From an optimization exercise on the open Yosys and OpenROAD flow, aimed at small area and a short achievable clock period; shortcuts taken in it are not production practice. At most, simulation tests tie the RTL to the original design; equivalence was not proved. The clock port is modelled as an ideal driver; clocking choices that lean on that would not hold on a real chip. Power is estimated from default activity; no workload was simulated.

## main
==> module sync_fifo, before the edit <==
module sync_fifo #(
    parameter int  WIDTH     = 8,
    parameter int  ADDR_W    = 4,
    parameter int  LO_BITS   = 4,
    parameter bit  SPACED_POPS = 1'b0
) (
    input  logic     i_clk,
    input  logic     i_rst,
    input  logic     i_wr,
    input  logic     i_rd,
    input  logic [WIDTH-1:0] i_w_data,
    output logic [WIDTH-1:0] o_r_data,
    output logic     o_empty,
    output logic     o_empty_nxt,
    output logic     o_not_full
);
    localparam int DEPTH = 1 << ADDR_W;
    localparam int LO_W  = (ADDR_W >= LO_BITS) ? LO_BITS : ADDR_W;
    localparam int HI_W  = ADDR_W - LO_W;
    localparam int NLO   = 1 << LO_W;
    localparam int NHI   = 1 << HI_W;
    logic [DEPTH-1:0][WIDTH-1:0] mem;
    logic [WIDTH-1:0]  head;
    logic [WIDTH-1:0]  head_nxt;
    logic [WIDTH-1:0]  nxt;
    logic [NHI-1:0][WIDTH-1:0] grp_q;
    logic [WIDTH-1:0]  last_w;
    logic              was_one;
    logic [WIDTH-1:0]  r_out;
    logic [WIDTH-1:0]  out_nxt;
    logic [NLO-1:0]    rlo;
    logic [NHI-1:0]    rhi;
    logic              empty_q;
    logic              one_q;
    logic              nfull_q;
    logic              push;
    logic              pop;
    logic              inc;
    logic              dec;
    logic              empty_n;
    logic [NLO-1:0]    wlo;
    logic [NHI-1:0]    whi;
    logic [ADDR_W-1:0] wp;
    logic [NHI-1:0][WIDTH-1:0] grp;
    logic              two;
    logic              f_last;
    logic [NHI-1:0]    rhi_up;
    logic [NHI-1:0]    rhi_dn;
    logic [WIDTH-1:0]  rd_word;
    assign push = i_wr & nfull_q;
    assign pop  = i_rd & ~empty_q;
    assign inc  = push & ~pop;
    assign dec  = pop & ~push;
    assign empty_n = inc ? 1'b0 : (dec ? one_q : empty_q);
    always_ff @(posedge i_clk)
    begin
        for (int k = 0; k < DEPTH; k++)
        begin
            if (whi[k / NLO] & wlo[k % NLO])
            begin
                mem[k] <= i_w_data;
            end
        end
    end
    always_comb
    begin
        for (int h = 0; h < NHI; h++)
        begin
            grp[h] = '0;
            for (int l = 0; l < NLO; l++)
            begin
                grp[h] = grp[h] | (mem[h * NLO + l] & {WIDTH{rlo[l]}});
            end
        end
    end
    generate
        if (SPACED_POPS)
        begin : g_prefetch
            always_ff @(posedge i_clk)
            begin
                grp_q   <= grp;
                last_w  <= i_w_data;
                was_one <= one_q;
            end
            always_comb
            begin
                rd_word = '0;
                for (int h = 0; h < NHI; h++)
                begin
                    rd_word = rd_word | (grp_q[h] & {WIDTH{rhi[h]}});
                end
                nxt = was_one ? last_w : rd_word;
            end
        end
        else
        begin : g_direct
            always_comb
            begin
                rd_word = '0;
                for (int h = 0; h < NHI; h++)
                begin
                    rd_word = rd_word | (grp[h] & {WIDTH{rhi[h]}});
                end
                nxt = rd_word;
            end
        end
    endgenerate
    assign head_nxt = (empty_q | (pop & one_q)) ? i_w_data : (pop ? nxt : head);
    assign out_nxt = pop ? (one_q ? i_w_data : nxt) : (empty_q ? i_w_data : head);
    always_ff @(posedge i_clk)
    begin
        head  <= head_nxt;
        r_out <= out_nxt;
    end
    assign wlo = NLO'(1) << (wp % NLO);
    assign whi = NHI'(1) << (wp / NLO);
    assign rhi_up = rlo[NLO-1] ? ((rhi << 1) | (rhi >> (NHI - 1))) : rhi;
    assign rhi_dn = (rlo[0] | rlo[1]) ? ((rhi >> 1) | (rhi << (NHI - 1))) : rhi;
    assign two    = (|(wlo & ((rlo << 1) | (rlo >> (NLO - 1))))) & (|(whi & rhi_up));
    assign f_last = (|(wlo & ((rlo >> 2) | (rlo << (NLO - 2))))) & (|(whi & rhi_dn));
    always_ff @(posedge i_clk)
    begin
        if (i_rst)
        begin
            wp      <= '0;
            rlo     <= NLO'(2);
            rhi     <= NHI'(1);
            empty_q <= 1'b1;
            one_q   <= 1'b0;
            nfull_q <= 1'b1;
        end
        else
        begin
            if (push)
            begin
                wp <= wp + 1'b1;
            end
            if (pop)
            begin
                rlo <= (rlo << 1) | (rlo >> (NLO - 1));
                if (rlo[NLO-1])
                begin
                    rhi <= (rhi << 1) | (rhi >> (NHI - 1));
                end
            end
            empty_q <= empty_n;
            one_q   <= inc ? empty_q : (dec ? two : one_q);
            nfull_q <= inc ? ~f_last : (dec ? 1'b1 : nfull_q);
        end
    end
    assign o_r_data    = r_out;
    assign o_empty     = empty_q;
    assign o_empty_nxt = i_rst | empty_n;
    assign o_not_full  = nfull_q;
endmodule
==> flow/config.mk <==
export PLATFORM = sky130hd
export DESIGN_NAME = tenc_bridge_top
export DESIGN_NICKNAME = tenc_bridge_top
export VERILOG_FILES = /design/flow/design.v
export SDC_FILE = /design/flow/constraint.sdc
export NUM_CORES = 4
export LEC_CHECK = 0
export CAP_MARGIN = 20
export CORE_MARGIN = 2
export CORE_UTILIZATION = 55
export CTS_CLUSTER_DIAMETER = 100
export CTS_CLUSTER_SIZE = 24
export SETUP_SLACK_MARGIN = 3.8
export SLEW_MARGIN = 20
==> flow/constraint.sdc <==
create_clock -name core_clock -period 6.0 [get_ports {i_clk}]
set_input_delay 1.2000 -clock core_clock [delete_from_list [all_inputs] [get_ports {i_clk}]]
set_output_delay 1.2000 -clock core_clock [all_outputs]
set_load 0.01 [all_outputs]
standard.sh (not shown) runs the stock make flow with config.mk's settings and CLKGATE_MAP_FILE= SYNTH_SCRIPT=/design/flow/synth_recipe.tcl, a recipe that flattens the netlist after the stock synthesis.
==> flow/flow/run.sh <==
#!/bin/bash
# Layout flow: the standard flow (standard.sh) with different tool options
# for the port buffers, the clock tree and net fanout. Each ORFS step keeps
# its own log under orfs/logs/; the make output goes to standard_flow.log here.
set -e
cp standard.sh standard_sh_used.txt
# Port buffers: a regular buffer instead of the default pick (a delay cell)
export BUFFER_PORTS_ARGS="-buffer_cell sky130_fd_sc_hd__buf_4"
# Clock tree: larger sink clusters and no dummy loads
export CTS_ARGS="-sink_clustering_enable -repair_clock_nets -sink_clustering_size 24 -sink_clustering_max_diameter 100 -dont_use_dummy_load"
# Fanout cap before each step that repairs the design
export PRE_GLOBAL_PLACE_TCL="$PWD/flow/fanout.tcl"
export PRE_RESIZE_TCL="$PWD/flow/fanout.tcl"
export PRE_CTS_TCL="$PWD/flow/fanout.tcl"
export PRE_GLOBAL_ROUTE_TCL="$PWD/flow/fanout.tcl"
bash standard.sh finish > standard_flow.log 2>&1
==> flow/flow/fanout.tcl <==
# Cap signal fanout so the repair steps split the wide write-data and
# pointer nets into smaller nets
set_max_fanout 40 [current_design]
main: full flow OK, the timing, DRC and antenna checks passed
Modified inputs, the feature branch compared to main
--- a/flow/design.v
+++ b/flow/design.v
@@ -34,10 +34,12 @@
     localparam int DEPTH = 1 << ADDR_W;
     localparam int LO_W  = (ADDR_W >= LO_BITS) ? LO_BITS : ADDR_W;
     localparam int HI_W  = ADDR_W - LO_W;
     localparam int NLO   = 1 << LO_W;
     localparam int NHI   = 1 << HI_W;
+    localparam logic [NLO-1:0] LO_FIRST_N = ~(NLO'(1));
+    localparam logic [NHI-1:0] HI_FIRST_N = ~(NHI'(1));
     logic [DEPTH-1:0][WIDTH-1:0] mem;
     logic [WIDTH-1:0]  head;
     logic [WIDTH-1:0]  head_nxt;
     logic [WIDTH-1:0]  nxt;
     logic [NHI-1:0][WIDTH-1:0] grp_q;
@@ -55,11 +57,12 @@
     logic              inc;
     logic              dec;
     logic              empty_n;
     logic [NLO-1:0]    wlo;
     logic [NHI-1:0]    whi;
-    logic [ADDR_W-1:0] wp;
+    logic [NLO-1:0]    wlo_n;
+    logic [NHI-1:0]    whi_n;
     logic [NHI-1:0][WIDTH-1:0] grp;
     logic              two;
     logic              f_last;
     logic [NHI-1:0]    rhi_up;
     logic [NHI-1:0]    rhi_dn;
@@ -127,32 +130,37 @@
     always_ff @(posedge i_clk)
     begin
         head  <= head_nxt;
         r_out <= out_nxt;
     end
-    assign wlo = NLO'(1) << (wp % NLO);
-    assign whi = NHI'(1) << (wp / NLO);
+    assign wlo = ~wlo_n;
+    assign whi = ~whi_n;
     assign rhi_up = rlo[NLO-1] ? ((rhi << 1) | (rhi >> (NHI - 1))) : rhi;
     assign rhi_dn = (rlo[0] | rlo[1]) ? ((rhi >> 1) | (rhi << (NHI - 1))) : rhi;
     assign two    = (|(wlo & ((rlo << 1) | (rlo >> (NLO - 1))))) & (|(whi & rhi_up));
     assign f_last = (|(wlo & ((rlo >> 2) | (rlo << (NLO - 2))))) & (|(whi & rhi_dn));
     always_ff @(posedge i_clk)
     begin
         if (i_rst)
         begin
-            wp      <= '0;
+            wlo_n   <= LO_FIRST_N;
+            whi_n   <= HI_FIRST_N;
             rlo     <= NLO'(2);
             rhi     <= NHI'(1);
             empty_q <= 1'b1;
             one_q   <= 1'b0;
             nfull_q <= 1'b1;
         end
         else
         begin
             if (push)
             begin
-                wp <= wp + 1'b1;
+                wlo_n <= (wlo_n << 1) | (wlo_n >> (NLO - 1));
+                if (~wlo_n[NLO-1])
+                begin
+                    whi_n <= (whi_n << 1) | (whi_n >> (NHI - 1));
+                end
             end
             if (pop)
             begin
                 rlo <= (rlo << 1) | (rlo >> (NLO - 1));
                 if (rlo[NLO-1])
Findings:
- Going from main to the feature branch, number of clock buffer instances in the layout rose about 0.9%; power consumed by the clock network rose about 0.5%.
- Global-route wire length before repair in the feature branch vs main: down about 0.8%
- Higher number of stages on the worst hold path was reported by the feature branch, not main.
- Post-synthesis cell area: the feature branch worse than main
- Looking at critical path launch point, the u_regs.readable$_SDFFE_PP0P_ result is from the feature branch; the u_tx_fifo.nfull_q$_SDFFE_PP1P_ one comes from main.
- Going from main to the feature branch, post-synthesis share of cell area spent on and, or, nand and nor gates shows no meaningful change, total setup buffers inserted after CTS fell by 164, compound-gate portion of the synthesized area has remained practically unchanged, design area lower.
- NOTE power after layout main->the feature branch increased by a few percent
Only the layout flow was run in main; the RTL was not checked for function there.

==> static timing again, ports no longer ideal <==
In the flow no input, the clock included, has a driving cell. The finished layouts below were timed again as built, in two steps.
Step 1 (the two cells are an assumption about what drives the block):
set clk [get_ports {i_clk}]
set_driving_cell -lib_cell sky130_fd_sc_hd__clkbuf_16 $clk
set_driving_cell -lib_cell sky130_fd_sc_hd__buf_2 [delete_from_list [all_inputs] $clk]
Step 2 moves the port delays by t, midway between the first and last clock arrival at a register: inputs arrive t later, outputs are due t later. That takes back most of the time a late clock gives input paths.
Slacks: ideal ports / drivers / drivers and shift; pairs: ideal ports / drivers.
run | t (ns) | setup WS [ns] | hold WS [ns]
main | 0.845 | 3.501 / 3.410 / 2.940 | 0.427 / 0.427 / 0.427
the feature branch | 0.841 | 3.512 / 3.424 / 2.885 | 0.460 / 0.460 / 0.460
After both steps setup and hold are still met in every run listed. The setup slack of the feature branch, which loses most, moves by -0.088 ns with the drivers and by -0.627 ns with both steps.
